This design comes from an exercise in tuning for small area, a short achievable clock period and few clock cycles per item on the open sky130 flow, not from production work.
Only simulation tests tie the RTL to the original design; equivalence was not proved.
Power is estimated from default activity; no workload was simulated.

==> standard.sh <==
#!/bin/bash
# synth_recipe.tcl (not shown) runs the flow's synth.tcl, then flattens the netlist and writes it again
# the make line also repeats each setting of config.mk as NAME=value (left out here)
make -C /OpenROAD-flow-scripts/flow DESIGN_CONFIG=/design/flow/config.mk WORK_HOME=/design/flow/orfs CLKGATE_MAP_FILE= SYNTH_SCRIPT=/design/flow/synth_recipe.tcl "${@:-finish}"
==> flow/run.sh <==
#!/bin/bash
# Layout flow: the standard ORFS flow (standard.sh) with these changes:
#  - synthesis maps the design with ABC alone instead of first extracting full/half
#    adders into sky130 fa/ha cells (ADDER_MAP_FILE empty); registers, their names and
#    the rest of synthesis are unchanged;
#  - every port still gets its own buffer, but a plain buf_2 instead of the delay
#    buffer (clkdlybuf4s50_1) that buffer_ports picks by itself.
set -o pipefail
cp standard.sh standard_sh.log
export ADDER_MAP_FILE=
export BUFFER_PORTS_ARGS="-buffer_cell sky130_fd_sc_hd__buf_2"
if [[ -f flow/margin ]]; then export SETUP_SLACK_MARGIN=$(cat flow/margin); fi
bash standard.sh > standard.log 2>&1
rc=$?
grep -c "extract_fa" orfs/logs/*/*/*/1_2_yosys.log > extract_fa_count.log 2>&1
exit $rc
==> constraint.sdc <==
create_clock -name core_clock -period 13.0 [get_ports {clk}]
set_input_delay 2.6000 -clock core_clock [delete_from_list [all_inputs] [get_ports {clk}]]
set_output_delay 2.6000 -clock core_clock [all_outputs]
set_load 0.01 [all_outputs]
==> config.mk <==
export PLATFORM = sky130hd
export DESIGN_NAME = vector_alu_folded
export DESIGN_NICKNAME = vector_alu_folded
export VERILOG_FILES = /design/flow/design.v
export SDC_FILE = /design/flow/constraint.sdc
export NUM_CORES = 4
export LEC_CHECK = 0
export CAP_MARGIN = 20
export CORE_MARGIN = 2
export CORE_UTILIZATION = 50
export SLEW_MARGIN = 20
export SYNTH_HIERARCHICAL = 1
==> design.v <==
package vector_alu_pkg;
    typedef enum logic [2:0] {
        ALU_ADD = 3'b000,
        ALU_SUB = 3'b001,
        ALU_AND = 3'b010,
        ALU_OR  = 3'b011,
        ALU_XOR = 3'b100,
        ALU_SLL = 3'b101,
        ALU_SRA = 3'b110,
        ALU_MUL = 3'b111
    } alu_op_e;
    typedef enum logic [1:0] {
        IDLE = 2'd0,
        BUSY = 2'd1,
        DONE = 2'd2
    } state_e;
    localparam int FLAG_N = 3;
    localparam int FLAG_Z = 2;
    localparam int FLAG_C = 1;
    localparam int FLAG_V = 0;
endpackage
module vector_lane_back (
    input  logic [8:0] ylo,
    input  logic        cylo,
    input  logic [15:9] s,
    input  logic [14:9] c,
    input  logic        a15,
    input  logic        bp15,
    input  logic        is_addsub,
    input  logic        is_sra,
    input  logic        sat,
    output logic [15:0] y,
    output logic [3:0]  flags
);
    logic [15:0] sum, ypre;
    logic        c15, ovf, cout, zs, sov;
    logic [6:0] hap, hag, has;
    logic haco;
    assign hap[0] = s[9] ^ c[9];
    assign hag[0] = s[9] & c[9];
    assign hap[1] = s[10] ^ c[10];
    assign hag[1] = s[10] & c[10];
    assign hap[2] = s[11] ^ c[11];
    assign hag[2] = s[11] & c[11];
    assign hap[3] = s[12] ^ c[12];
    assign hag[3] = s[12] & c[12];
    assign hap[4] = s[13] ^ c[13];
    assign hag[4] = s[13] & c[13];
    assign hap[5] = s[14] ^ c[14];
    assign hag[5] = s[14] & c[14];
    assign hap[6] = s[15] ^ 1'b0;
    assign hag[6] = s[15] & 1'b0;
    logic hag0c;
    assign hag0c = hag[0] | (hap[0] & cylo);
    logic haG0_1, haP0_1;
    assign haG0_1 = hag[1] | (hap[1] & hag0c);
    assign haP0_1 = hap[1] & hap[0];
    logic haG0_2, haP0_2;
    assign haG0_2 = hag[2] | (hap[2] & hag[1]);
    assign haP0_2 = hap[2] & hap[1];
    logic haG0_3, haP0_3;
    assign haG0_3 = hag[3] | (hap[3] & hag[2]);
    assign haP0_3 = hap[3] & hap[2];
    logic haG0_4, haP0_4;
    assign haG0_4 = hag[4] | (hap[4] & hag[3]);
    assign haP0_4 = hap[4] & hap[3];
    logic haG0_5, haP0_5;
    assign haG0_5 = hag[5] | (hap[5] & hag[4]);
    assign haP0_5 = hap[5] & hap[4];
    logic haG0_6, haP0_6;
    assign haG0_6 = hag[6] | (hap[6] & hag[5]);
    assign haP0_6 = hap[6] & hap[5];
    logic haG1_2, haP1_2;
    assign haG1_2 = haG0_2 | (haP0_2 & hag0c);
    assign haP1_2 = haP0_2 & hap[0];
    logic haG1_3, haP1_3;
    assign haG1_3 = haG0_3 | (haP0_3 & haG0_1);
    assign haP1_3 = haP0_3 & haP0_1;
    logic haG1_4, haP1_4;
    assign haG1_4 = haG0_4 | (haP0_4 & haG0_2);
    assign haP1_4 = haP0_4 & haP0_2;
    logic haG1_5, haP1_5;
    assign haG1_5 = haG0_5 | (haP0_5 & haG0_3);
    assign haP1_5 = haP0_5 & haP0_3;
    logic haG1_6, haP1_6;
    assign haG1_6 = haG0_6 | (haP0_6 & haG0_4);
    assign haP1_6 = haP0_6 & haP0_4;
    logic haG2_4, haP2_4;
    assign haG2_4 = haG1_4 | (haP1_4 & hag0c);
    assign haP2_4 = haP1_4 & hap[0];
    logic haG2_5, haP2_5;
    assign haG2_5 = haG1_5 | (haP1_5 & haG0_1);
    assign haP2_5 = haP1_5 & haP0_1;
    logic haG2_6, haP2_6;
    assign haG2_6 = haG1_6 | (haP1_6 & haG1_2);
    assign haP2_6 = haP1_6 & haP1_2;
    assign has[0] = hap[0] ^ cylo;
    assign has[1] = hap[1] ^ hag0c;
    assign has[2] = hap[2] ^ haG0_1;
    assign has[3] = hap[3] ^ haG1_2;
    assign has[4] = hap[4] ^ haG1_3;
    assign has[5] = hap[5] ^ haG2_4;
    assign has[6] = hap[6] ^ haG2_5;
    assign haco = haG2_6;
    assign sum = {has[6], has[5], has[4], has[3], has[2], has[1], has[0], ylo};
    assign c15  = sum[15] ^ a15 ^ bp15;
    assign cout = is_addsub & ((a15 & bp15) | (a15 & c15) | (bp15 & c15));
    assign ovf  = is_addsub & (a15 == bp15) & (sum[15] != a15);
    assign sov  = sat & ovf;
    assign ypre = is_sra ? {sum[0], sum[1], sum[2], sum[3], sum[4], sum[5], sum[6], sum[7], sum[8], sum[9], sum[10], sum[11], sum[12], sum[13], sum[14], sum[15]} : sum;
    assign y    = sov ? {a15, {15{~a15}}} : ypre;
    assign zs   = ((s[9] ^ c[9]) ~^ cylo) & ((s[10] ^ c[10]) ~^ (s[9] | c[9])) & ((s[11] ^ c[11]) ~^ (s[10] | c[10])) & ((s[12] ^ c[12]) ~^ (s[11] | c[11])) & ((s[13] ^ c[13]) ~^ (s[12] | c[12])) & ((s[14] ^ c[14]) ~^ (s[13] | c[13])) & ((s[15] ^ 1'b0) ~^ (s[14] | c[14])) & (ylo == '0);
    assign flags = {y[15], zs & ~sov, cout, ovf};
endmodule
import vector_alu_pkg::*;
module vector_alu_folded
#(
    parameter  int ELEM_W    = 16,
    parameter  int NUM_ELEMS = 16,
    parameter  int LANES     = 16,
    localparam int VEC_W     = NUM_ELEMS * ELEM_W
) (
    input  logic                   clk,
    input  logic                   rst,
    input  logic                   in_valid,
    output logic                   in_ready,
    input  logic [VEC_W-1:0]       A,
    input  logic [VEC_W-1:0]       B,
    input  logic [2:0]             ALUControl,
    input  logic                   sat,
    output logic                   out_valid,
    input  logic                   out_ready,
    output logic [VEC_W-1:0]       result,
    output logic [4*NUM_ELEMS-1:0] flags
);
    logic out_valid_q;
    logic load;
    logic is_mul, is_shift, is_sra, is_addsub, is_sub, is_and, is_or, is_xor;
    assign load      = ~out_valid_q | out_ready;
    assign in_ready  = load & ~rst;
    assign out_valid = out_valid_q;
    assign is_addsub = (ALUControl == ALU_ADD) | (ALUControl == ALU_SUB);
    assign is_sub    = (ALUControl == ALU_SUB);
    assign is_and    = (ALUControl == ALU_AND);
    assign is_or     = (ALUControl == ALU_OR);
    assign is_xor    = (ALUControl == ALU_XOR);
    assign is_sra    = (ALUControl == ALU_SRA);
    assign is_shift  = (ALUControl == ALU_SLL) | (ALUControl == ALU_SRA);
    assign is_mul    = (ALUControl == ALU_MUL);
    always_ff @(posedge clk) begin
        if (rst) out_valid_q <= 1'b0;
        else if (load) out_valid_q <= in_valid;
    end
    logic is_addsub_q, is_sra_q, sat_q;
    always_ff @(posedge clk) begin
        if (load) begin
            is_addsub_q <= is_addsub;
            is_sra_q    <= is_sra;
            sat_q       <= sat;
        end
    end
    for (genvar i = 0; i < NUM_ELEMS; i++) begin : g_elem
        logic [15:0] a, b, y;
        logic [15:9] s, s_q;
        logic [14:9] c, c_q;
        logic [8:0] ylo, ylo_q;
        logic        cylo, cylo_q;
        logic [3:0]  f;
        logic        a15_q, bp15_q;
        assign a = A[16*i +: 16];
        assign b = B[16*i +: 16];
        logic [15:0] am, lg, ar, lm;
        logic [7:0]  shd;
        assign am  = is_sra ? {a[0], a[1], a[2], a[3], a[4], a[5], a[6], a[7], a[8], a[9], a[10], a[11], a[12], a[13], a[14], a[15]} : a;
        assign shd = {8{is_shift}} & (8'd1 << b[3:1]);
        logic tt0, tt1, tt2, tt3;
        assign tt0 = is_sub;
        assign tt1 = (is_addsub & ~is_sub) | is_or | is_xor;
        assign tt2 = is_sub | is_or | is_xor;
        assign tt3 = (is_addsub & ~is_sub) | is_and | is_or;
        for (genvar j = 0; j < 16; j++) begin : g_lg
            assign lg[j] = b[j] ? (a[j] ? tt3 : tt1) : (a[j] ? tt2 : tt0);
        end
        assign lm  = {16{is_sra & a[15]}} & ~(16'hffff << b[3:0]);
        assign ar  = lg | lm;
        logic one0, two0, neg0;
        logic [15:0] pp0;
        assign one0 = (is_mul & (b[0] ^ 1'b0)) | (shd[0] & ~b[0]) | is_addsub;
        assign two0 = (is_mul & ((b[1] & ~b[0] & ~1'b0) | (~b[1] & b[0] & 1'b0))) | (shd[0] & b[0]);
        assign neg0 = is_mul & b[1] & ~(b[0] & 1'b0);
        assign pp0[0] = (one0 & am[0]) ^ neg0;
        assign pp0[1] = ((one0 & am[1]) | (two0 & am[0])) ^ neg0;
        assign pp0[2] = ((one0 & am[2]) | (two0 & am[1])) ^ neg0;
        assign pp0[3] = ((one0 & am[3]) | (two0 & am[2])) ^ neg0;
        assign pp0[4] = ((one0 & am[4]) | (two0 & am[3])) ^ neg0;
        assign pp0[5] = ((one0 & am[5]) | (two0 & am[4])) ^ neg0;
        assign pp0[6] = ((one0 & am[6]) | (two0 & am[5])) ^ neg0;
        assign pp0[7] = ((one0 & am[7]) | (two0 & am[6])) ^ neg0;
        assign pp0[8] = ((one0 & am[8]) | (two0 & am[7])) ^ neg0;
        assign pp0[9] = ((one0 & am[9]) | (two0 & am[8])) ^ neg0;
        assign pp0[10] = ((one0 & am[10]) | (two0 & am[9])) ^ neg0;
        assign pp0[11] = ((one0 & am[11]) | (two0 & am[10])) ^ neg0;
        assign pp0[12] = ((one0 & am[12]) | (two0 & am[11])) ^ neg0;
        assign pp0[13] = ((one0 & am[13]) | (two0 & am[12])) ^ neg0;
        assign pp0[14] = ((one0 & am[14]) | (two0 & am[13])) ^ neg0;
        assign pp0[15] = ((one0 & am[15]) | (two0 & am[14])) ^ neg0;
        logic one1, two1, neg1;
        logic [13:0] pp1;
        assign one1 = (is_mul & (b[2] ^ b[1])) | (shd[1] & ~b[0]);
        assign two1 = (is_mul & ((b[3] & ~b[2] & ~b[1]) | (~b[3] & b[2] & b[1]))) | (shd[1] & b[0]);
        assign neg1 = is_mul & b[3] & ~(b[2] & b[1]);
        assign pp1[0] = (one1 & am[0]) ^ neg1;
        assign pp1[1] = ((one1 & am[1]) | (two1 & am[0])) ^ neg1;
        assign pp1[2] = ((one1 & am[2]) | (two1 & am[1])) ^ neg1;
        assign pp1[3] = ((one1 & am[3]) | (two1 & am[2])) ^ neg1;
        assign pp1[4] = ((one1 & am[4]) | (two1 & am[3])) ^ neg1;
        assign pp1[5] = ((one1 & am[5]) | (two1 & am[4])) ^ neg1;
        assign pp1[6] = ((one1 & am[6]) | (two1 & am[5])) ^ neg1;
        assign pp1[7] = ((one1 & am[7]) | (two1 & am[6])) ^ neg1;
        assign pp1[8] = ((one1 & am[8]) | (two1 & am[7])) ^ neg1;
        assign pp1[9] = ((one1 & am[9]) | (two1 & am[8])) ^ neg1;
        assign pp1[10] = ((one1 & am[10]) | (two1 & am[9])) ^ neg1;
        assign pp1[11] = ((one1 & am[11]) | (two1 & am[10])) ^ neg1;
        assign pp1[12] = ((one1 & am[12]) | (two1 & am[11])) ^ neg1;
        assign pp1[13] = ((one1 & am[13]) | (two1 & am[12])) ^ neg1;
        logic one2, two2, neg2;
        logic [11:0] pp2;
        assign one2 = (is_mul & (b[4] ^ b[3])) | (shd[2] & ~b[0]);
        assign two2 = (is_mul & ((b[5] & ~b[4] & ~b[3]) | (~b[5] & b[4] & b[3]))) | (shd[2] & b[0]);
        assign neg2 = is_mul & b[5] & ~(b[4] & b[3]);
        assign pp2[0] = (one2 & am[0]) ^ neg2;
        assign pp2[1] = ((one2 & am[1]) | (two2 & am[0])) ^ neg2;
        assign pp2[2] = ((one2 & am[2]) | (two2 & am[1])) ^ neg2;
        assign pp2[3] = ((one2 & am[3]) | (two2 & am[2])) ^ neg2;
        assign pp2[4] = ((one2 & am[4]) | (two2 & am[3])) ^ neg2;
        assign pp2[5] = ((one2 & am[5]) | (two2 & am[4])) ^ neg2;
        assign pp2[6] = ((one2 & am[6]) | (two2 & am[5])) ^ neg2;
        assign pp2[7] = ((one2 & am[7]) | (two2 & am[6])) ^ neg2;
        assign pp2[8] = ((one2 & am[8]) | (two2 & am[7])) ^ neg2;
        assign pp2[9] = ((one2 & am[9]) | (two2 & am[8])) ^ neg2;
        assign pp2[10] = ((one2 & am[10]) | (two2 & am[9])) ^ neg2;
        assign pp2[11] = ((one2 & am[11]) | (two2 & am[10])) ^ neg2;
        logic one3, two3, neg3;
        logic [9:0] pp3;
        assign one3 = (is_mul & (b[6] ^ b[5])) | (shd[3] & ~b[0]);
        assign two3 = (is_mul & ((b[7] & ~b[6] & ~b[5]) | (~b[7] & b[6] & b[5]))) | (shd[3] & b[0]);
        assign neg3 = is_mul & b[7] & ~(b[6] & b[5]);
        assign pp3[0] = (one3 & am[0]) ^ neg3;
        assign pp3[1] = ((one3 & am[1]) | (two3 & am[0])) ^ neg3;
        assign pp3[2] = ((one3 & am[2]) | (two3 & am[1])) ^ neg3;
        assign pp3[3] = ((one3 & am[3]) | (two3 & am[2])) ^ neg3;
        assign pp3[4] = ((one3 & am[4]) | (two3 & am[3])) ^ neg3;
        assign pp3[5] = ((one3 & am[5]) | (two3 & am[4])) ^ neg3;
        assign pp3[6] = ((one3 & am[6]) | (two3 & am[5])) ^ neg3;
        assign pp3[7] = ((one3 & am[7]) | (two3 & am[6])) ^ neg3;
        assign pp3[8] = ((one3 & am[8]) | (two3 & am[7])) ^ neg3;
        assign pp3[9] = ((one3 & am[9]) | (two3 & am[8])) ^ neg3;
        logic one4, two4, neg4;
        logic [7:0] pp4;
        assign one4 = (is_mul & (b[8] ^ b[7])) | (shd[4] & ~b[0]);
        assign two4 = (is_mul & ((b[9] & ~b[8] & ~b[7]) | (~b[9] & b[8] & b[7]))) | (shd[4] & b[0]);
        assign neg4 = is_mul & b[9] & ~(b[8] & b[7]);
        assign pp4[0] = (one4 & am[0]) ^ neg4;
        assign pp4[1] = ((one4 & am[1]) | (two4 & am[0])) ^ neg4;
        assign pp4[2] = ((one4 & am[2]) | (two4 & am[1])) ^ neg4;
        assign pp4[3] = ((one4 & am[3]) | (two4 & am[2])) ^ neg4;
        assign pp4[4] = ((one4 & am[4]) | (two4 & am[3])) ^ neg4;
        assign pp4[5] = ((one4 & am[5]) | (two4 & am[4])) ^ neg4;
        assign pp4[6] = ((one4 & am[6]) | (two4 & am[5])) ^ neg4;
        assign pp4[7] = ((one4 & am[7]) | (two4 & am[6])) ^ neg4;
        logic one5, two5, neg5;
        logic [5:0] pp5;
        assign one5 = (is_mul & (b[10] ^ b[9])) | (shd[5] & ~b[0]);
        assign two5 = (is_mul & ((b[11] & ~b[10] & ~b[9]) | (~b[11] & b[10] & b[9]))) | (shd[5] & b[0]);
        assign neg5 = is_mul & b[11] & ~(b[10] & b[9]);
        assign pp5[0] = (one5 & am[0]) ^ neg5;
        assign pp5[1] = ((one5 & am[1]) | (two5 & am[0])) ^ neg5;
        assign pp5[2] = ((one5 & am[2]) | (two5 & am[1])) ^ neg5;
        assign pp5[3] = ((one5 & am[3]) | (two5 & am[2])) ^ neg5;
        assign pp5[4] = ((one5 & am[4]) | (two5 & am[3])) ^ neg5;
        assign pp5[5] = ((one5 & am[5]) | (two5 & am[4])) ^ neg5;
        logic one6, two6, neg6;
        logic [3:0] pp6;
        assign one6 = (is_mul & (b[12] ^ b[11])) | (shd[6] & ~b[0]);
        assign two6 = (is_mul & ((b[13] & ~b[12] & ~b[11]) | (~b[13] & b[12] & b[11]))) | (shd[6] & b[0]);
        assign neg6 = is_mul & b[13] & ~(b[12] & b[11]);
        assign pp6[0] = (one6 & am[0]) ^ neg6;
        assign pp6[1] = ((one6 & am[1]) | (two6 & am[0])) ^ neg6;
        assign pp6[2] = ((one6 & am[2]) | (two6 & am[1])) ^ neg6;
        assign pp6[3] = ((one6 & am[3]) | (two6 & am[2])) ^ neg6;
        logic one7, two7, neg7;
        logic [1:0] pp7;
        assign one7 = (is_mul & (b[14] ^ b[13])) | (shd[7] & ~b[0]);
        assign two7 = (is_mul & ((b[15] & ~b[14] & ~b[13]) | (~b[15] & b[14] & b[13]))) | (shd[7] & b[0]);
        assign neg7 = is_mul & b[15] & ~(b[14] & b[13]);
        assign pp7[0] = (one7 & am[0]) ^ neg7;
        assign pp7[1] = ((one7 & am[1]) | (two7 & am[0])) ^ neg7;
        logic t1, t2;
        assign t1 = is_sub ^ ar[0] ^ neg0;
        assign t2 = (is_sub & ar[0]) | (is_sub & neg0) | (ar[0] & neg0);
        logic t3, t4;
        assign t3 = ar[1] ^ t2;
        assign t4 = ar[1] & t2;
        logic t5, t6;
        assign t5 = ar[2] ^ neg1 ^ pp0[2];
        assign t6 = (ar[2] & neg1) | (ar[2] & pp0[2]) | (neg1 & pp0[2]);
        logic t7, t8;
        assign t7 = pp1[0] ^ t4;
        assign t8 = pp1[0] & t4;
        logic t9, t10;
        assign t9 = ar[3] ^ pp0[3] ^ pp1[1];
        assign t10 = (ar[3] & pp0[3]) | (ar[3] & pp1[1]) | (pp0[3] & pp1[1]);
        logic t11, t12;
        assign t11 = t8 ^ t6;
        assign t12 = t8 & t6;
        logic t13, t14;
        assign t13 = ar[4] ^ neg2 ^ pp0[4];
        assign t14 = (ar[4] & neg2) | (ar[4] & pp0[4]) | (neg2 & pp0[4]);
        logic t15, t16;
        assign t15 = pp1[2] ^ pp2[0] ^ t10;
        assign t16 = (pp1[2] & pp2[0]) | (pp1[2] & t10) | (pp2[0] & t10);
        logic t17, t18;
        assign t17 = t13 ^ t12;
        assign t18 = t13 & t12;
        logic t19, t20;
        assign t19 = ar[5] ^ pp0[5] ^ pp1[3];
        assign t20 = (ar[5] & pp0[5]) | (ar[5] & pp1[3]) | (pp0[5] & pp1[3]);
        logic t21, t22;
        assign t21 = pp2[1] ^ t14 ^ t19;
        assign t22 = (pp2[1] & t14) | (pp2[1] & t19) | (t14 & t19);
        logic t23, t24;
        assign t23 = t16 ^ t18;
        assign t24 = t16 & t18;
        logic t25, t26;
        assign t25 = ar[6] ^ neg3 ^ pp0[6];
        assign t26 = (ar[6] & neg3) | (ar[6] & pp0[6]) | (neg3 & pp0[6]);
        logic t27, t28;
        assign t27 = pp1[4] ^ pp2[2] ^ pp3[0];
        assign t28 = (pp1[4] & pp2[2]) | (pp1[4] & pp3[0]) | (pp2[2] & pp3[0]);
        logic t29, t30;
        assign t29 = t20 ^ t25 ^ t27;
        assign t30 = (t20 & t25) | (t20 & t27) | (t25 & t27);
        logic t31, t32;
        assign t31 = t22 ^ t29;
        assign t32 = t22 & t29;
        logic t33, t34;
        assign t33 = ar[7] ^ pp0[7] ^ pp1[5];
        assign t34 = (ar[7] & pp0[7]) | (ar[7] & pp1[5]) | (pp0[7] & pp1[5]);
        logic t35, t36;
        assign t35 = pp2[3] ^ pp3[1] ^ t26;
        assign t36 = (pp2[3] & pp3[1]) | (pp2[3] & t26) | (pp3[1] & t26);
        logic t37, t38;
        assign t37 = t28 ^ t33 ^ t30;
        assign t38 = (t28 & t33) | (t28 & t30) | (t33 & t30);
        logic t39, t40;
        assign t39 = t35 ^ t32;
        assign t40 = t35 & t32;
        logic t41, t42;
        assign t41 = ar[8] ^ neg4 ^ pp0[8];
        assign t42 = (ar[8] & neg4) | (ar[8] & pp0[8]) | (neg4 & pp0[8]);
        logic t43, t44;
        assign t43 = pp1[6] ^ pp2[4] ^ pp3[2];
        assign t44 = (pp1[6] & pp2[4]) | (pp1[6] & pp3[2]) | (pp2[4] & pp3[2]);
        logic t45, t46;
        assign t45 = pp4[0] ^ t34 ^ t41;
        assign t46 = (pp4[0] & t34) | (pp4[0] & t41) | (t34 & t41);
        logic t47, t48;
        assign t47 = t43 ^ t36 ^ t45;
        assign t48 = (t43 & t36) | (t43 & t45) | (t36 & t45);
        logic t49, t50;
        assign t49 = t38 ^ t40;
        assign t50 = t38 & t40;
        logic t51, t52;
        assign t51 = ar[9] ^ pp0[9] ^ pp1[7];
        assign t52 = (ar[9] & pp0[9]) | (ar[9] & pp1[7]) | (pp0[9] & pp1[7]);
        logic t53, t54;
        assign t53 = pp2[5] ^ pp3[3] ^ pp4[1];
        assign t54 = (pp2[5] & pp3[3]) | (pp2[5] & pp4[1]) | (pp3[3] & pp4[1]);
        logic t55, t56;
        assign t55 = t42 ^ t44 ^ t51;
        assign t56 = (t42 & t44) | (t42 & t51) | (t44 & t51);
        logic t57, t58;
        assign t57 = t53 ^ t46 ^ t55;
        assign t58 = (t53 & t46) | (t53 & t55) | (t46 & t55);
        logic t59, t60;
        assign t59 = t48 ^ t57;
        assign t60 = t48 & t57;
        logic t61, t62;
        assign t61 = ar[10] ^ neg5 ^ pp0[10];
        assign t62 = (ar[10] & neg5) | (ar[10] & pp0[10]) | (neg5 & pp0[10]);
        logic t63, t64;
        assign t63 = pp1[8] ^ pp2[6] ^ pp3[4];
        assign t64 = (pp1[8] & pp2[6]) | (pp1[8] & pp3[4]) | (pp2[6] & pp3[4]);
        logic t65, t66;
        assign t65 = pp4[2] ^ pp5[0] ^ t52;
        assign t66 = (pp4[2] & pp5[0]) | (pp4[2] & t52) | (pp5[0] & t52);
        logic t67, t68;
        assign t67 = t54 ^ t61 ^ t63;
        assign t68 = (t54 & t61) | (t54 & t63) | (t61 & t63);
        logic t69, t70;
        assign t69 = t56 ^ t65 ^ t67;
        assign t70 = (t56 & t65) | (t56 & t67) | (t65 & t67);
        logic t71, t72;
        assign t71 = t58 ^ t69;
        assign t72 = t58 & t69;
        logic t73, t74;
        assign t73 = ar[11] ^ pp0[11] ^ pp1[9];
        assign t74 = (ar[11] & pp0[11]) | (ar[11] & pp1[9]) | (pp0[11] & pp1[9]);
        logic t75, t76;
        assign t75 = pp2[7] ^ pp3[5] ^ pp4[3];
        assign t76 = (pp2[7] & pp3[5]) | (pp2[7] & pp4[3]) | (pp3[5] & pp4[3]);
        logic t77, t78;
        assign t77 = pp5[1] ^ t62 ^ t64;
        assign t78 = (pp5[1] & t62) | (pp5[1] & t64) | (t62 & t64);
        logic t79, t80;
        assign t79 = t73 ^ t75 ^ t66;
        assign t80 = (t73 & t75) | (t73 & t66) | (t75 & t66);
        logic t81, t82;
        assign t81 = t68 ^ t77 ^ t79;
        assign t82 = (t68 & t77) | (t68 & t79) | (t77 & t79);
        logic t83, t84;
        assign t83 = t70 ^ t72;
        assign t84 = t70 & t72;
        logic t85, t86;
        assign t85 = ar[12] ^ neg6 ^ pp0[12];
        assign t86 = (ar[12] & neg6) | (ar[12] & pp0[12]) | (neg6 & pp0[12]);
        logic t87, t88;
        assign t87 = pp1[10] ^ pp2[8] ^ pp3[6];
        assign t88 = (pp1[10] & pp2[8]) | (pp1[10] & pp3[6]) | (pp2[8] & pp3[6]);
        logic t89, t90;
        assign t89 = pp4[4] ^ pp5[2] ^ pp6[0];
        assign t90 = (pp4[4] & pp5[2]) | (pp4[4] & pp6[0]) | (pp5[2] & pp6[0]);
        logic t91, t92;
        assign t91 = t74 ^ t76 ^ t85;
        assign t92 = (t74 & t76) | (t74 & t85) | (t76 & t85);
        logic t93, t94;
        assign t93 = t87 ^ t89 ^ t78;
        assign t94 = (t87 & t89) | (t87 & t78) | (t89 & t78);
        logic t95, t96;
        assign t95 = t91 ^ t80 ^ t93;
        assign t96 = (t91 & t80) | (t91 & t93) | (t80 & t93);
        logic t97, t98;
        assign t97 = t82 ^ t95;
        assign t98 = t82 & t95;
        logic t99, t100;
        assign t99 = ar[13] ^ pp0[13] ^ pp1[11];
        assign t100 = (ar[13] & pp0[13]) | (ar[13] & pp1[11]) | (pp0[13] & pp1[11]);
        logic t101, t102;
        assign t101 = pp2[9] ^ pp3[7] ^ pp4[5];
        assign t102 = (pp2[9] & pp3[7]) | (pp2[9] & pp4[5]) | (pp3[7] & pp4[5]);
        logic t103, t104;
        assign t103 = pp5[3] ^ pp6[1] ^ t86;
        assign t104 = (pp5[3] & pp6[1]) | (pp5[3] & t86) | (pp6[1] & t86);
        logic t105, t106;
        assign t105 = t88 ^ t90 ^ t101;
        assign t106 = (t88 & t90) | (t88 & t101) | (t90 & t101);
        logic t107, t108;
        assign t107 = t99 ^ t103 ^ t92;
        assign t108 = (t99 & t103) | (t99 & t92) | (t103 & t92);
        logic t109, t110;
        assign t109 = t105 ^ t94 ^ t107;
        assign t110 = (t105 & t94) | (t105 & t107) | (t94 & t107);
        logic t111, t112;
        assign t111 = t96 ^ t109;
        assign t112 = t96 & t109;
        logic t113, t114;
        assign t113 = ar[14] ^ neg7 ^ pp0[14];
        assign t114 = (ar[14] & neg7) | (ar[14] & pp0[14]) | (neg7 & pp0[14]);
        logic t115, t116;
        assign t115 = pp1[12] ^ pp2[10] ^ pp3[8];
        assign t116 = (pp1[12] & pp2[10]) | (pp1[12] & pp3[8]) | (pp2[10] & pp3[8]);
        logic t117, t118;
        assign t117 = pp4[6] ^ pp5[4] ^ pp6[2];
        assign t118 = (pp4[6] & pp5[4]) | (pp4[6] & pp6[2]) | (pp5[4] & pp6[2]);
        logic t119, t120;
        assign t119 = pp7[0] ^ t100 ^ t102;
        assign t120 = (pp7[0] & t100) | (pp7[0] & t102) | (t100 & t102);
        logic t121, t122;
        assign t121 = t113 ^ t115 ^ t117;
        assign t122 = (t113 & t115) | (t113 & t117) | (t115 & t117);
        logic t123, t124;
        assign t123 = t104 ^ t106 ^ t119;
        assign t124 = (t104 & t106) | (t104 & t119) | (t106 & t119);
        logic t125, t126;
        assign t125 = t121 ^ t108 ^ t123;
        assign t126 = (t121 & t108) | (t121 & t123) | (t108 & t123);
        logic t127, t128;
        assign t127 = t110 ^ t125;
        assign t128 = t110 & t125;
        logic t129;
        assign t129 = ar[15] ^ pp0[15];
        logic t130;
        assign t130 = pp1[13] ^ pp2[11];
        logic t131;
        assign t131 = pp3[9] ^ pp4[7];
        logic t132;
        assign t132 = pp5[5] ^ pp6[3];
        logic t133;
        assign t133 = pp7[1] ^ t129;
        logic t134;
        assign t134 = t130 ^ t131;
        logic t135;
        assign t135 = t132 ^ t133;
        logic t136;
        assign t136 = t134 ^ t114;
        logic t137;
        assign t137 = t116 ^ t118;
        logic t138;
        assign t138 = t135 ^ t136;
        logic t139;
        assign t139 = t137 ^ t138;
        logic t140;
        assign t140 = t120 ^ t122;
        logic t141;
        assign t141 = t139 ^ t140;
        logic t142;
        assign t142 = t141 ^ t124;
        logic t143;
        assign t143 = t142 ^ t126;
        logic t144;
        assign t144 = t143 ^ t128;
        logic [15:0] rs, rc;
        assign rs[0] = pp0[0];
        assign rc[0] = t1;
        assign rs[1] = pp0[1];
        assign rc[1] = t3;
        assign rs[2] = t5;
        assign rc[2] = t7;
        assign rs[3] = t9;
        assign rc[3] = t11;
        assign rs[4] = t15;
        assign rc[4] = t17;
        assign rs[5] = t21;
        assign rc[5] = t23;
        assign rs[6] = t24;
        assign rc[6] = t31;
        assign rs[7] = t37;
        assign rc[7] = t39;
        assign rs[8] = t47;
        assign rc[8] = t49;
        assign rs[9] = t50;
        assign rc[9] = t59;
        assign rs[10] = t60;
        assign rc[10] = t71;
        assign rs[11] = t81;
        assign rc[11] = t83;
        assign rs[12] = t84;
        assign rc[12] = t97;
        assign rs[13] = t98;
        assign rc[13] = t111;
        assign rs[14] = t112;
        assign rc[14] = t127;
        assign rs[15] = t144;
        assign rc[15] = 1'b0;
        logic [8:0] lap, lag, las;
        logic laco;
        assign lap[0] = rs[0] ^ rc[0];
        assign lag[0] = rs[0] & rc[0];
        assign lap[1] = rs[1] ^ rc[1];
        assign lag[1] = rs[1] & rc[1];
        assign lap[2] = rs[2] ^ rc[2];
        assign lag[2] = rs[2] & rc[2];
        assign lap[3] = rs[3] ^ rc[3];
        assign lag[3] = rs[3] & rc[3];
        assign lap[4] = rs[4] ^ rc[4];
        assign lag[4] = rs[4] & rc[4];
        assign lap[5] = rs[5] ^ rc[5];
        assign lag[5] = rs[5] & rc[5];
        assign lap[6] = rs[6] ^ rc[6];
        assign lag[6] = rs[6] & rc[6];
        assign lap[7] = rs[7] ^ rc[7];
        assign lag[7] = rs[7] & rc[7];
        assign lap[8] = rs[8] ^ rc[8];
        assign lag[8] = rs[8] & rc[8];
        logic laG0_1, laP0_1;
        assign laG0_1 = lag[1] | (lap[1] & lag[0]);
        assign laP0_1 = lap[1] & lap[0];
        logic laG0_2, laP0_2;
        assign laG0_2 = lag[2] | (lap[2] & lag[1]);
        assign laP0_2 = lap[2] & lap[1];
        logic laG0_3, laP0_3;
        assign laG0_3 = lag[3] | (lap[3] & lag[2]);
        assign laP0_3 = lap[3] & lap[2];
        logic laG0_4, laP0_4;
        assign laG0_4 = lag[4] | (lap[4] & lag[3]);
        assign laP0_4 = lap[4] & lap[3];
        logic laG0_5, laP0_5;
        assign laG0_5 = lag[5] | (lap[5] & lag[4]);
        assign laP0_5 = lap[5] & lap[4];
        logic laG0_6, laP0_6;
        assign laG0_6 = lag[6] | (lap[6] & lag[5]);
        assign laP0_6 = lap[6] & lap[5];
        logic laG0_7, laP0_7;
        assign laG0_7 = lag[7] | (lap[7] & lag[6]);
        assign laP0_7 = lap[7] & lap[6];
        logic laG0_8, laP0_8;
        assign laG0_8 = lag[8] | (lap[8] & lag[7]);
        assign laP0_8 = lap[8] & lap[7];
        logic laG1_2, laP1_2;
        assign laG1_2 = laG0_2 | (laP0_2 & lag[0]);
        assign laP1_2 = laP0_2 & lap[0];
        logic laG1_3, laP1_3;
        assign laG1_3 = laG0_3 | (laP0_3 & laG0_1);
        assign laP1_3 = laP0_3 & laP0_1;
        logic laG1_4, laP1_4;
        assign laG1_4 = laG0_4 | (laP0_4 & laG0_2);
        assign laP1_4 = laP0_4 & laP0_2;
        logic laG1_5, laP1_5;
        assign laG1_5 = laG0_5 | (laP0_5 & laG0_3);
        assign laP1_5 = laP0_5 & laP0_3;
        logic laG1_6, laP1_6;
        assign laG1_6 = laG0_6 | (laP0_6 & laG0_4);
        assign laP1_6 = laP0_6 & laP0_4;
        logic laG1_7, laP1_7;
        assign laG1_7 = laG0_7 | (laP0_7 & laG0_5);
        assign laP1_7 = laP0_7 & laP0_5;
        logic laG1_8, laP1_8;
        assign laG1_8 = laG0_8 | (laP0_8 & laG0_6);
        assign laP1_8 = laP0_8 & laP0_6;
        logic laG2_4, laP2_4;
        assign laG2_4 = laG1_4 | (laP1_4 & lag[0]);
        assign laP2_4 = laP1_4 & lap[0];
        logic laG2_5, laP2_5;
        assign laG2_5 = laG1_5 | (laP1_5 & laG0_1);
        assign laP2_5 = laP1_5 & laP0_1;
        logic laG2_6, laP2_6;
        assign laG2_6 = laG1_6 | (laP1_6 & laG1_2);
        assign laP2_6 = laP1_6 & laP1_2;
        logic laG2_7, laP2_7;
        assign laG2_7 = laG1_7 | (laP1_7 & laG1_3);
        assign laP2_7 = laP1_7 & laP1_3;
        logic laG2_8, laP2_8;
        assign laG2_8 = laG1_8 | (laP1_8 & laG1_4);
        assign laP2_8 = laP1_8 & laP1_4;
        logic laG3_8, laP3_8;
        assign laG3_8 = laG2_8 | (laP2_8 & lag[0]);
        assign laP3_8 = laP2_8 & lap[0];
        assign las[0] = lap[0] ^ 1'b0;
        assign las[1] = lap[1] ^ lag[0];
        assign las[2] = lap[2] ^ laG0_1;
        assign las[3] = lap[3] ^ laG1_2;
        assign las[4] = lap[4] ^ laG1_3;
        assign las[5] = lap[5] ^ laG2_4;
        assign las[6] = lap[6] ^ laG2_5;
        assign las[7] = lap[7] ^ laG2_6;
        assign las[8] = lap[8] ^ laG2_7;
        assign laco = laG3_8;
        assign ylo = {las[8], las[7], las[6], las[5], las[4], las[3], las[2], las[1], las[0]};
        assign cylo = laco;
        assign s = rs[15:9];
        assign c = rc[14:9];
        always_ff @(posedge clk) begin
            if (load) begin
                s_q    <= s;
                c_q    <= c;
                ylo_q  <= ylo;
                cylo_q <= cylo;
                a15_q  <= a[15];
                bp15_q <= b[15] ^ is_sub;
            end
        end
        vector_lane_back u_back (
            .ylo(ylo_q), .cylo(cylo_q),
            .s(s_q), .c(c_q), .a15(a15_q), .bp15(bp15_q),
            .is_addsub(is_addsub_q), .is_sra(is_sra_q), .sat(sat_q), .y(y), .flags(f)
        );
        assign result[16*i +: 16] = y;
        assign flags[4*i +: 4]    = f;
    end
endmodule
==> flow/margin <==
7
==> flow_metrics.env, run 1 <==
export IMPL_status="finished clean"
export IMPL_place_area_um2=116200
export IMPL_start_util_pct=50.23
export IMPL_fmax_ghz=0.1613
export IMPL_crit_chain="buf_16 > buf_16 > xor2_4 > buf_12 > buf_12 > nand4_1 > and2_4 > o221a_2 > a21oi_2 > o41ai_4 > xnor2_1 > nor2_1 > o41ai_2 > maj3_2 > nor2_2 > maj3_2 > maj3_2"
export IMPL_finalSetupTns_ns=0
export IMPL_core_um2=219300
export IMPL_cp_data_required_time_ns=13.51
export IMPL_drc=0
export IMPL_reg2reg_depth=5
export IMPL_gp_congestion=1.029
export IMPL_first_global_vias=112604
export IMPL_cp_top_family="compound AO/OA/AOI/OAI gates"
export IMPL_final_antenna_net_count=0
export IMPL_routed_wl_um=529400
export IMPL_final_util_pct=59.20
export IMPL_syn_to_final_growth_pct=17.86
export IMPL_grt_pass1_wl_um=740900
export IMPL_firstDrtPassIters=10
export IMPL_synth_seq_cells=404
export IMPL_path_depth=17
export IMPL_yosysUniqueCellTypes=145
export IMPL_max_stage_delay_ns=0.45
export IMPL_syn_cell_area_um2=110100
export IMPL_cp_startpoint="ALUControl[0]"
export IMPL_dieWidth_um=473.3
export IMPL_period_needed_ns=6.200
export IMPL_clock_sinks=404
export IMPL_drive_above_1_share_pct=23.19
export IMPL_holdBufCountCts=0
export IMPL_htreeDepth=2
export IMPL_grt_usage_pct=43.28
export IMPL_critPathMaxFanout=15
export IMPL_ys_warn_count=7
export IMPL_fin_worst_skew_ns=0.02836
export IMPL_final_nets=15522
export IMPL_p_per_area_nw_per_um2=124.9
export IMPL_grt_max_degree=126
export IMPL_post_drt_wl_per_cell_um=29.30
export IMPL_cts_clk_slew_worst_paths_ns=0.06
export IMPL_synth_edf_count=403
export IMPL_dpl_hpwl_um=356700
export IMPL_grt_antenna_before_repair=231
export IMPL_cts_root_buf="clkbuf_16"
export IMPL_die_height_um=473.3
export IMPL_cpMaxStageDelayCell="o41ai_2"
export IMPL_numPortBuffers=841
export IMPL_syn_num_nets=14961
export IMPL_setup_viol=0
export IMPL_gr_total_overflow=0
export IMPL_tritoncts="yes"
export IMPL_cp_endpoint="g_elem[8].cylo_q"
export IMPL_viasPerCell=6.870
export IMPL_row_count=172
export IMPL_vias=124120
export IMPL_worst_setup_path_type="in2reg"
export IMPL_start_kind="primary input"
export IMPL_grt_setup_unrepaired="yes"
export IMPL_clk_path_buf_depth=3
export IMPL_fin_crit_sh_pct=47.70
export IMPL_drv_slew=0
export IMPL_crit_top_cell="maj3_2"
export IMPL_syn_inst=14441
export IMPL_cts_buffers=56
export IMPL_holdCritStartpoint="out_valid_q"
export IMPL_p_leak_nw=45.10
export IMPL_synth_flop_cell="edfxtp_1"
export IMPL_async_reset_ff_share_pct=0
export IMPL_die_area_um2=224100
export IMPL_stdcell_area_um2=129800
export IMPL_tightest_slew_ns=1.194
export IMPL_max_slew_margin_pct=20.17
export IMPL_clk_latency_ns=0.78
export IMPL_irDropWorstVdd_mv=0.1662
export IMPL_rr_startpoint="out_valid_q"
export IMPL_critPathCaptureType="flip-flop"
export IMPL_r2r_slack_ns=9.81
export IMPL_hold_viol=0
export IMPL_hp_class="reg2reg"
export IMPL_arrival_ns=6.71
export IMPL_maxCapViolations=0
export IMPL_crit_buf_inv=4
export IMPL_drt_iter0_markers=17029
export IMPL_syn_avg_cell_area_um2=7.627
export IMPL_io_pins=842
export IMPL_rr_endpoint="g_elem[1].c_q[10]"
export IMPL_synth_seq_area_share_pct=11.01
timing repair:
action | in CTS | in global routing
endpoints found under the setup margin | 396 | 234
gates cloned | 49 | 24
pin swaps | 77 | 196
gates resized for setup | 415 | 538
buffers inserted | 213 | 320
Yosys stat by module, one instance, submodules excluded:
module / cell area, µm² / times used / cells inside / flip-flops and latches
vector_lane_back: 1074 / 16 / 147 / 0
vector_alu_folded: 92970 / 1 / 12089 / 404
layout make-up:
class / instances / area [µm²]
multi-input cells: 12596 / 97550
fillers: 20011 / 89480
repair buffers: 1604 / 12790
flip-flops and latches: 404 / 12120
well taps: 2871 / 3592
clock buffers: 62 / 1445
inverters: 330 / 1328
clock inverters: 42 / 411.6
diodes: 149 / 372.9
repair inverters: 10 / 205.2
Yosys cell counts, types with 45 or more instances:
library cell / instances / area [µm²]
nand3b_1: 51 / 382.9
maj3_2: 93 / 1047
and2_1: 109 / 681.9
nand4_1: 107 / 669.4
or3_1: 66 / 412.9
a2111oi_0: 126 / 1104
o221ai_1: 69 / 604.3
a21oi_2: 143 / 1252
o21ai_1: 56 / 280.3
nor2_1: 964 / 3618
nand3_1: 270 / 1351
buf_6: 113 / 1272
o22ai_1: 1012 / 6331
or2_2: 90 / 563.0
a22oi_1: 196 / 1471
o211a_1: 45 / 450.4
xor2_1: 965 / 8452
o211ai_1: 101 / 758.2
a31oi_1: 146 / 913.4
xnor2_1: 2188 / 19160
a211oi_1: 99 / 743.2
mux2i_1: 413 / 4134
nor4_1: 107 / 669.4
o31ai_1: 67 / 503.0
buf_4: 130 / 975.9
nand2_1: 1101 / 4133
a221oi_1: 82 / 718.2
nand2b_1: 274 / 1714
o21ai_0: 726 / 3633
and3_1: 96 / 600.6
nor3_1: 216 / 1081
edfxtp_1: 403 / 12100
a21o_1: 76 / 570.6
buf_2: 331 / 1657
clkbuf_1: 484 / 1817
maj3_1: 407 / 4074
inv_1: 313 / 1175
o21a_1: 114 / 855.8
a21oi_1: 734 / 3674
nor2b_1: 145 / 907.1
mux2_2: 102 / 1149
tightest hold or removal path: cells and delay by family (launching register included):
| kind | cells | cell delay, ns |
|---|---|---|
| and+or+nand+nor | 3 | 0.27 |
| DFF | 1 | 0.31 |
sequential cells by signal, indices dropped and copies added, names as in the netlist:
| register | flops |
|---|---|
| g_elem.bp15_q | 16 |
| out_valid_q | 1 |
| g_elem.cylo_q | 16 |
| sat_q | 1 |
| g_elem.c_q | 96 |
| g_elem.ylo_q | 144 |
| is_addsub_q | 1 |
| g_elem.s_q | 112 |
| is_sra_q | 1 |
| g_elem.a15_q | 16 |
cell families (layout without fill, tap and decap cells):
family / after synthesis / count (layout) / synth area share [%]
compound gates: 4467 / 4467 / 28.13
xor+xnor: 3245 / 3245 / 26.84
fa+ha+maj: 500 / 500 / 4.650
buf+inv: 1448 / 2048 / 6.592
flops: 404 / 404 / 11.01
mux: 547 / 547 / 5.249
other cells: 0 / 149 / 0
simple gates: 3830 / 3837 / 17.53
placed cells by master (no fill, tap or decap), types with 132 or more instances in the layout:
cell type,count
nand2_1,1080
xor2_1,929
buf_2,835
edfxtp_1,403
a22oi_1,134
nor2_1,924
buf_4,565
maj3_1,297
nor3_1,192
inv_1,300
a31oi_1,137
o22ai_1,953
nand2b_1,268
xnor2_1,2048
mux2i_1,298
a21oi_1,688
nor2b_1,132
nand3_1,240
xnor2_2,144
o21ai_0,680
a21oi_2,168
diode_2,149
maj3_2,203
worst min path at each step:
stage                     cells past startpoint     endpoint  slack, ns
after floorplan                               3  out_valid_q       0.62
after global placement                        3  out_valid_q       0.58
after detailed placement                      3  out_valid_q       0.62
after CTS                                     3  out_valid_q       0.63
after global routing                          3  out_valid_q       0.65
final                                         3  out_valid_q       0.62
power breakdown:
part | leakage (nW) | total, mW | internal, mW | switching, mW
registers | 4.33 | 2.99 | 2.16 | 0.832
logic | 39.9 | 11.6 | 4.84 | 6.71
clock network | 0.900 | 1.67 | 0.907 | 0.765
routing by layer:
layer / vias to the layer above / wire, µm / track usage [%]
li1: 54453 / - / -
met1: 59036 / 196700 / 53.81
met2: 8230 / 221500 / 64.54
met3: 2266 / 67210 / 12.97
met4: 135 / 42990 / 28.44
met5: - / 1037 / 0
metrics by stage:
| step | hold WS (ns) | power, mW | worst slack, ns | std cells |
|---|---|---|---|---|
| after floorplan | 0.6170 | 10.87 | 3.843 | 14441 |
| after global placement | 0.5760 | 13.35 | 4.248 | 17207 |
| after detailed placement | 0.6241 | 13.57 | 4.158 | 17207 |
| after CTS | 0.6321 | 15.60 | 6.846 | 17573 |
| after global routing | 0.6546 | 17.10 | 6.696 | 18024 |
| final | 0.6184 | 16.22 | 6.800 | 18068 |
Testbench counts, summed over its fixed seeds: cycles 2,056, items 2,048.
==> run 2: changes to the inputs <==
--- a/config.mk
+++ b/config.mk
@@ -9,3 +9,3 @@
 export CORE_MARGIN = 2
-export CORE_UTILIZATION = 50
+export CORE_UTILIZATION = 40
 export SLEW_MARGIN = 20
==> flow_metrics.env, run 2 <==
export IMPL_syn_to_final_growth_pct=17.59
export IMPL_grt_pass1_wl_um=710200
export IMPL_reg2reg_depth=4
export IMPL_syn_cell_area_um2=110100
export IMPL_fin_worst_skew_ns=0.06602
export IMPL_arrival_ns=6.56
export IMPL_period_needed_ns=6.052
export IMPL_synth_top_area_share_pct=17.40
export IMPL_synth_area_leaders="xnor2_1, edfxtp_1, xor2_1, o22ai_1, mux2i_1"
export IMPL_synth_edf_count=403
export IMPL_dieWidth_um=528.7
export IMPL_holdBufCountCts=0
export IMPL_yosysUniqueCellTypes=145
export IMPL_numPortBuffers=841
export IMPL_drc=0
export IMPL_grt_usage_pct=33.31
export IMPL_tightest_slew_ns=0.9978
export IMPL_worst_setup_path_type="in2reg"
export IMPL_critPathCaptureType="flip-flop"
export IMPL_crit_chain="buf_16 > buf_16 > and3_4 > buf_12 > buf_16 > a31oi_1 > or2_4 > buf_4 > o22ai_1 > xnor2_2 > mux2i_4 > xnor2_2 > or3_1 > a221oi_4 > nor2_2 > maj3_2 > maj3_2"
export IMPL_fin_crit_sh_pct=46.56
export IMPL_grt_max_degree=111
export IMPL_synth_seq_area_share_pct=11.01
export IMPL_yosys_top_cells_count="xnor2_1, nand2_1, o22ai_1"
export IMPL_cts_buffers=59
export IMPL_yosys_area_top_type="xnor2_1"
export IMPL_syn_avg_cell_area_um2=7.627
export IMPL_maxCapViolations=0
export IMPL_finalSetupTns_ns=0
export IMPL_largest_registers="g_elem.ylo_q x144, g_elem.s_q x112, g_elem.c_q x96"
export IMPL_grt_setup_unrepaired="yes"
export IMPL_setup_viol=0
export IMPL_first_global_vias=106396
export IMPL_rr_endpoint="g_elem[0].ylo_q[0]"
export IMPL_max_stage_delay_ns=0.43
export IMPL_synth_seq_cells=404
export IMPL_synth_flop_cell="edfxtp_1"
export IMPL_final_util_pct=47.29
export IMPL_die_height_um=528.7
export IMPL_vias=119810
export IMPL_ys_warn_count=7
export IMPL_drt_iter0_markers=14868
export IMPL_cp_data_required_time_ns=13.51
export IMPL_viasPerCell=6.400
export IMPL_max_slew_margin_pct=31.76
export IMPL_start_util_pct=40.22
export IMPL_p_per_area_nw_per_um2=122.7
export IMPL_core_um2=273900
export IMPL_dpl_hpwl_um=341700
export IMPL_htreeDepth=2
export IMPL_drv_slew=0
export IMPL_routed_wl_um=506500
export IMPL_row_count=192
export IMPL_post_drt_wl_per_cell_um=27.06
export IMPL_n_fill_cell=27318
export IMPL_clk_latency_ns=0.80
export IMPL_hold_viol=0
export IMPL_async_reset_ff_share_pct=0
export IMPL_final_antenna_net_count=0
export IMPL_cts_clk_slew_worst_paths_ns=0.06
export IMPL_clock_sinks=404
export IMPL_clk_path_buf_depth=3
export IMPL_status="finished clean"
export IMPL_largest_reg_flops=144
export IMPL_syn_num_nets=14961
export IMPL_crit_top_cell="buf_16"
export IMPL_holdCritStartpoint="out_valid_q"
export IMPL_seq_area_um2=12120
export IMPL_drive_above_1_share_pct=22.31
export IMPL_multi_input_area_um2=96440
export IMPL_r2r_slack_ns=10.22
export IMPL_fin_worst_hold_slack_ns=0.5970
export IMPL_final_common_cell="xnor2_1"
export IMPL_final_nets=15479
export IMPL_cpMaxStageDelayCell="or3_1"
export IMPL_die_area_um2=279600
export IMPL_irDropWorstVdd_mv=0.1241
export IMPL_rr_startpoint="out_valid_q"
export IMPL_largest_register="g_elem.ylo_q"
export IMPL_yosysMostFrequentCell="xnor2_1"
export IMPL_p_leak_nw=44.81
export IMPL_fmax_ghz=0.1652
export IMPL_gp_congestion=1.005
export IMPL_cts_root_buf="clkbuf_16"
export IMPL_syn_inst=14441
export IMPL_grt_antenna_before_repair=227
export IMPL_io_pins=842
export IMPL_start_kind="primary input"
export IMPL_layout_common_cells="xnor2_1, nand2_1, o22ai_1, xor2_1, nor2_1"
export IMPL_critPathMaxFanout=7
export IMPL_firstDrtPassIters=11
export IMPL_tritoncts="yes"
export IMPL_min_path_cells=3
export IMPL_hp_class="reg2reg"
export IMPL_min_to="out_valid_q"
export IMPL_gr_total_overflow=0
run 2: cell counts after synthesis:
Identical to the previous run, type by type.
run 2: report_power, final:
part / total [mW] / leakage [nW] / internal (mW) / switching (mW)
registers: 2.94 / 4.33 / 2.16 / 0.780
logic: 11.2 / 39.5 / 4.76 / 6.42
clock network: 1.77 / 0.978 / 0.991 / 0.774
run 2: worst max-delay path: cells and delay by family:
kind	cells	cell delay [ns]
adder cells (fa/ha/maj)	2	0.65
AND/OR/NAND/NOR	4	1.05
multiplexers	1	0.34
XOR/XNOR	2	0.33
buffers and inverters	5	0.82
AO/OA/AOI/OAI	3	0.70
run 2: area by class of cell:
type | instances | share of cell area, %
multi-input combinational | 12597 | 74.46
timing repair buffer | 1562 | 9.823
sequential | 404 | 9.359
tap | 3589 | 3.467
clock buffer | 65 | 1.174
inverter | 330 | 1.026
clock inverter | 47 | 0.3845
antenna | 120 | 0.2319
timing repair inverter | 5 | 0.07149
run 2: logic make-up after synthesis:
group / share of synthesized area [%]
AOI/OAI and AO/OA: 28.13
xor gates and xnor gates: 26.84
adders and majority gates: 4.650
buffers and inverters: 6.592
DFF: 11.01
muxes: 5.249
and+or+nand+nor: 17.53
run 2: per-layer routing:
layer / track usage (%) / routed length, µm / up-vias / part of all wire [%]
met5: 0 / 953 / - / 0.19
met4: 19.68 / 36570 / 148 / 7.2
met3: 9.092 / 59090 / 1872 / 12
met2: 51.01 / 216100 / 7101 / 43
met1: 41.61 / 193700 / 56345 / 38
li1: - / - / 54344 / -
run 2: repair_timing:
item,CTS,global route
endpoints found under the setup margin,352,147
resized for setup,392,401
pin swaps,56,157
buffers inserted,165,296
cloned,62,25
run 2: through the flow:
step | std cells | cell area (µm²) | total power [mW] | setup WS (ns)
final | 18719 | 129500 | 15.90 | 6.948
after global routing | 18685 | 129400 | 16.90 | 6.864
after CTS | 18278 | 124300 | 15.54 | 6.887
after detailed placement | 17939 | 117200 | 13.40 | 4.115
after global placement | 17938 | 117200 | 13.35 | 4.241
after floorplan | 14441 | 113200 | 10.87 | 3.843
run 2: Yosys stat by module (local to each module, per instance):
| module | cell area (µm²) | copies in the design | flops+latches |
|---|---|---|---|
| vector_lane_back | 1074 | 16 | 0 |
| vector_alu_folded | 92970 | 1 | 404 |
run 2: how the worst max path moves through the flow:
stage | from | to
6_report | ALUControl[1] | g_elem[12].cylo_q
5_1_grt | ALUControl[1] | g_elem[10].ylo_q[8]
4_1_cts | ALUControl[1] | g_elem[2].s_q[15]
3_5_place_dp | ALUControl[1] | g_elem[8].cylo_q
3_3_place_gp | ALUControl[0] | g_elem[2].s_q[15]
2_1_floorplan | out_ready | g_elem[0].a15_q
==> run 3: changes to the inputs <==
==> flow/margin (replaced) <==
6.7
==> flow_metrics.env, run 3 <==
export IMPL_gr_total_overflow=0
export IMPL_fin_crit_sh_pct=48.98
export IMPL_largest_register="g_elem.ylo_q"
export IMPL_synth_seq_cells=404
export IMPL_synth_top_area_share_pct=17.40
export IMPL_drc=0
export IMPL_arrival_ns=6.89
export IMPL_largest_reg_flops=144
export IMPL_holdBufCountCts=0
export IMPL_yosysMostFrequentCell="xnor2_1"
export IMPL_final_nets=15270
export IMPL_numPortBuffers=841
export IMPL_cts_clk_slew_worst_paths_ns=0.07
export IMPL_clock_sinks=404
export IMPL_syn_to_final_growth_pct=12.72
export IMPL_synth_area_leaders="xnor2_1, edfxtp_1, xor2_1, o22ai_1, mux2i_1"
export IMPL_cts_root_buf="clkbuf_16"
export IMPL_htreeDepth=2
export IMPL_io_pins=842
export IMPL_row_count=192
export IMPL_hold_viol=0
export IMPL_dieWidth_um=528.7
export IMPL_dpl_hpwl_um=342000
export IMPL_critPathCaptureType="flip-flop"
export IMPL_final_common_cell="xnor2_1"
export IMPL_fin_worst_skew_ns=0.03630
export IMPL_drt_iter0_markers=14899
export IMPL_p_per_area_nw_per_um2=124.7
export IMPL_drive_above_1_share_pct=17.70
export IMPL_rr_startpoint="out_valid_q"
export IMPL_syn_avg_cell_area_um2=7.627
export IMPL_grt_setup_unrepaired="yes"
export IMPL_r2r_slack_ns=10.14
export IMPL_max_slew_margin_pct=22.33
export IMPL_syn_num_nets=14961
export IMPL_clk_path_buf_depth=3
export IMPL_period_needed_ns=6.367
export IMPL_power_mw=15.48
export IMPL_cp_endpoint="g_elem[15].s_q[15]"
export IMPL_yosys_area_top_type="xnor2_1"
export IMPL_gp_congestion=0.9878
export IMPL_die_height_um=528.7
export IMPL_routed_wl_um=505300
export IMPL_irDropWorstVdd_mv=0.1236
export IMPL_grt_usage_pct=32.89
export IMPL_synth_flop_cell="edfxtp_1"
export IMPL_tritoncts="yes"
export IMPL_final_antenna_net_count=0
export IMPL_reg2reg_depth=5
export IMPL_finalSetupTns_ns=0
export IMPL_ys_warn_count=7
export IMPL_synth_edf_count=403
export IMPL_first_global_vias=103714
export IMPL_layout_common_cells="xnor2_1, nand2_1, o22ai_1, xor2_1, nor2_1"
export IMPL_post_drt_wl_per_cell_um=27.28
export IMPL_worst_setup_path_type="in2reg"
export IMPL_grt_antenna_before_repair=219
export IMPL_tightest_slew_ns=1.136
export IMPL_die_area_um2=279600
export IMPL_fmax_ghz=0.1571
export IMPL_syn_inst=14441
export IMPL_start_util_pct=40.22
export IMPL_maxCapViolations=0
export IMPL_grt_max_degree=122
export IMPL_syn_cell_area_um2=110100
export IMPL_firstDrtPassIters=10
export IMPL_setup_ws_ns=6.633
export IMPL_start_kind="primary input"
export IMPL_viasPerCell=6.399
export IMPL_rr_endpoint="g_elem[10].s_q[9]"
export IMPL_drv_slew=0
export IMPL_cts_buffers=56
export IMPL_yosys_top_cells_count="xnor2_1, nand2_1, o22ai_1"
export IMPL_cp_startpoint="ALUControl[0]"
export IMPL_final_util_pct=45.33
export IMPL_vias=118489
export IMPL_core_um2=273900
export IMPL_grt_pass1_wl_um=701200
export IMPL_status="finished clean"
export IMPL_synth_seq_area_share_pct=11.01
export IMPL_critPathMaxFanout=55
export IMPL_p_leak_nw=42.63
export IMPL_hp_class="reg2reg"
export IMPL_cp_data_required_time_ns=13.52
export IMPL_yosysUniqueCellTypes=145
export IMPL_place_worst_setup_slack_ns=4.036
export IMPL_async_reset_ff_share_pct=0
export IMPL_clk_latency_ns=0.76
export IMPL_largest_registers="g_elem.ylo_q x144, g_elem.s_q x112, g_elem.c_q x96"
export IMPL_setup_viol=0
[run 3: through the flow]
| step | hold WS [ns] | std cells | area [µm²] |
|---|---|---|---|
| finish | 0.6003 | 18518 | 124200 |
| global route | 0.6371 | 18462 | 124000 |
| CTS | 0.6083 | 18199 | 120200 |
| detailed placement | 0.5991 | 17967 | 114900 |
| global placement | 0.5936 | 17967 | 114900 |
| floorplan | 0.6170 | 14441 | 110300 |
[run 3: modules after synthesis, one instance, submodules excluded]
module | cells inside | flops+latches | cell area, µm² | times used
vector_alu_folded | 12089 | 404 | 92970 | 1
vector_lane_back | 147 | 0 | 1074 | 16
[run 3: area by class of cell]
type	count	area, µm²
inverter	330	1299
clock buffer	61	1441
tap	3589	4491
timing repair inverter	3	57.56
clock inverter	40	430.4
antenna	136	340.3
timing repair buffer	1361	10580
sequential	404	12120
fill	27710	149700
multi-input combinational	12594	93390
[run 3: how the worst min path moves through the flow]
stage,end,startpoint,cells past startpoint
after global routing,out_valid_q,out_valid_q,3
after floorplan,out_valid_q,out_valid_q,3
after global placement,out_valid_q,out_valid_q,3
after detailed placement,out_valid_q,out_valid_q,3
final,out_valid_q,out_valid_q,3
after CTS,out_valid_q,out_valid_q,3
[run 3: power breakdown]
| part | internal (mW) | switching (mW) | total [mW] | leakage (nW) |
|---|---|---|---|---|
| combinational | 4.58 | 6.27 | 10.9 | 37.4 |
| clock | 0.938 | 0.726 | 1.66 | 0.908 |
| sequential | 2.16 | 0.797 | 2.96 | 4.33 |
[run 3: kinds of logic (layout without fill, tap and decap cells)]
family	Yosys count	after routing	share of synthesized area, %
AOI/OAI and AO/OA	4467	4467	28.13
other	0	136	0
and+or+nand+nor	3830	3835	17.53
xor gates and xnor gates	3245	3245	26.84
buffers and inverters	1448	1795	6.592
muxes	547	547	5.249
adders and majority gates	500	500	4.650
DFF	404	404	11.01
[run 3: metal layers]
layer | GRT usage, % | wire length (µm) | up-vias | part of all wire, %
met5 | 0 | 769 | - | 0.15
met4 | 18.92 | 32820 | 122 | 6.5
met3 | 8.116 | 58280 | 1606 | 12
met2 | 49.07 | 212800 | 6989 | 42
met1 | 42.83 | 200600 | 55849 | 40
li1 | - | - | 53923 | -
[run 3: critical path: stages]
cell and delay [ns]:
buf_16 0.14, buf_4 0.13, buf_6 0.34, and4_1 0.49
a31oi_1 0.21, a21o_1 0.37, o22ai_1 0.26, xnor2_1 0.12
maj3_2 0.37, maj3_2 0.34, maj3_2 0.34, maj3_2 0.36
nor4_2 0.32, a211oi_2 0.09, xnor2_2 0.33
[run 3: what timing repair did]
action                                 CTS  global route
buffers inserted                        85           159
pin swaps                               35            72
setup endpoints to repair              374           126
resized for setup                      273           363
gates cloned                            46            24
endpoints found under the hold margin    0             0

==> static timing again, ports no longer ideal <==
The flow's constraints put no driver on any port. The routed layouts listed below were extracted and timed again, unchanged, in two steps.
Step 1 (the two cells are an assumption about what drives the block):
set clk [get_ports {clk}]
set_driving_cell -lib_cell sky130_fd_sc_hd__clkbuf_16 $clk
set_driving_cell -lib_cell sky130_fd_sc_hd__buf_2 [delete_from_list [all_inputs] $clk]
Step 2 times the ports against the registers' clock, not the clock port: input delays grow and output delays shrink by t, the midpoint of the rising clock arrivals with the driver on.
a / b / c = no drivers / after step 1 / after step 2; a / b = the first two.
| run | shift t [ns] | setup slack, ns | slew at the worst register clock pin (ns) |
|---|---|---|---|
| run 1 | 0.866 | 6.800 / 6.580 / 5.714 | 0.08 / 0.08 |
| run 2 | 0.868 | 6.948 / 6.770 / 5.902 | 0.08 / 0.08 |
| run 3 | 0.855 | 6.633 / 6.363 / 5.508 | 0.08 / 0.08 |
After both steps setup and hold are still met in every run listed. The setup slack of run 3, which loses most, moves by -0.270 ns with the drivers and by -1.125 ns with both steps.
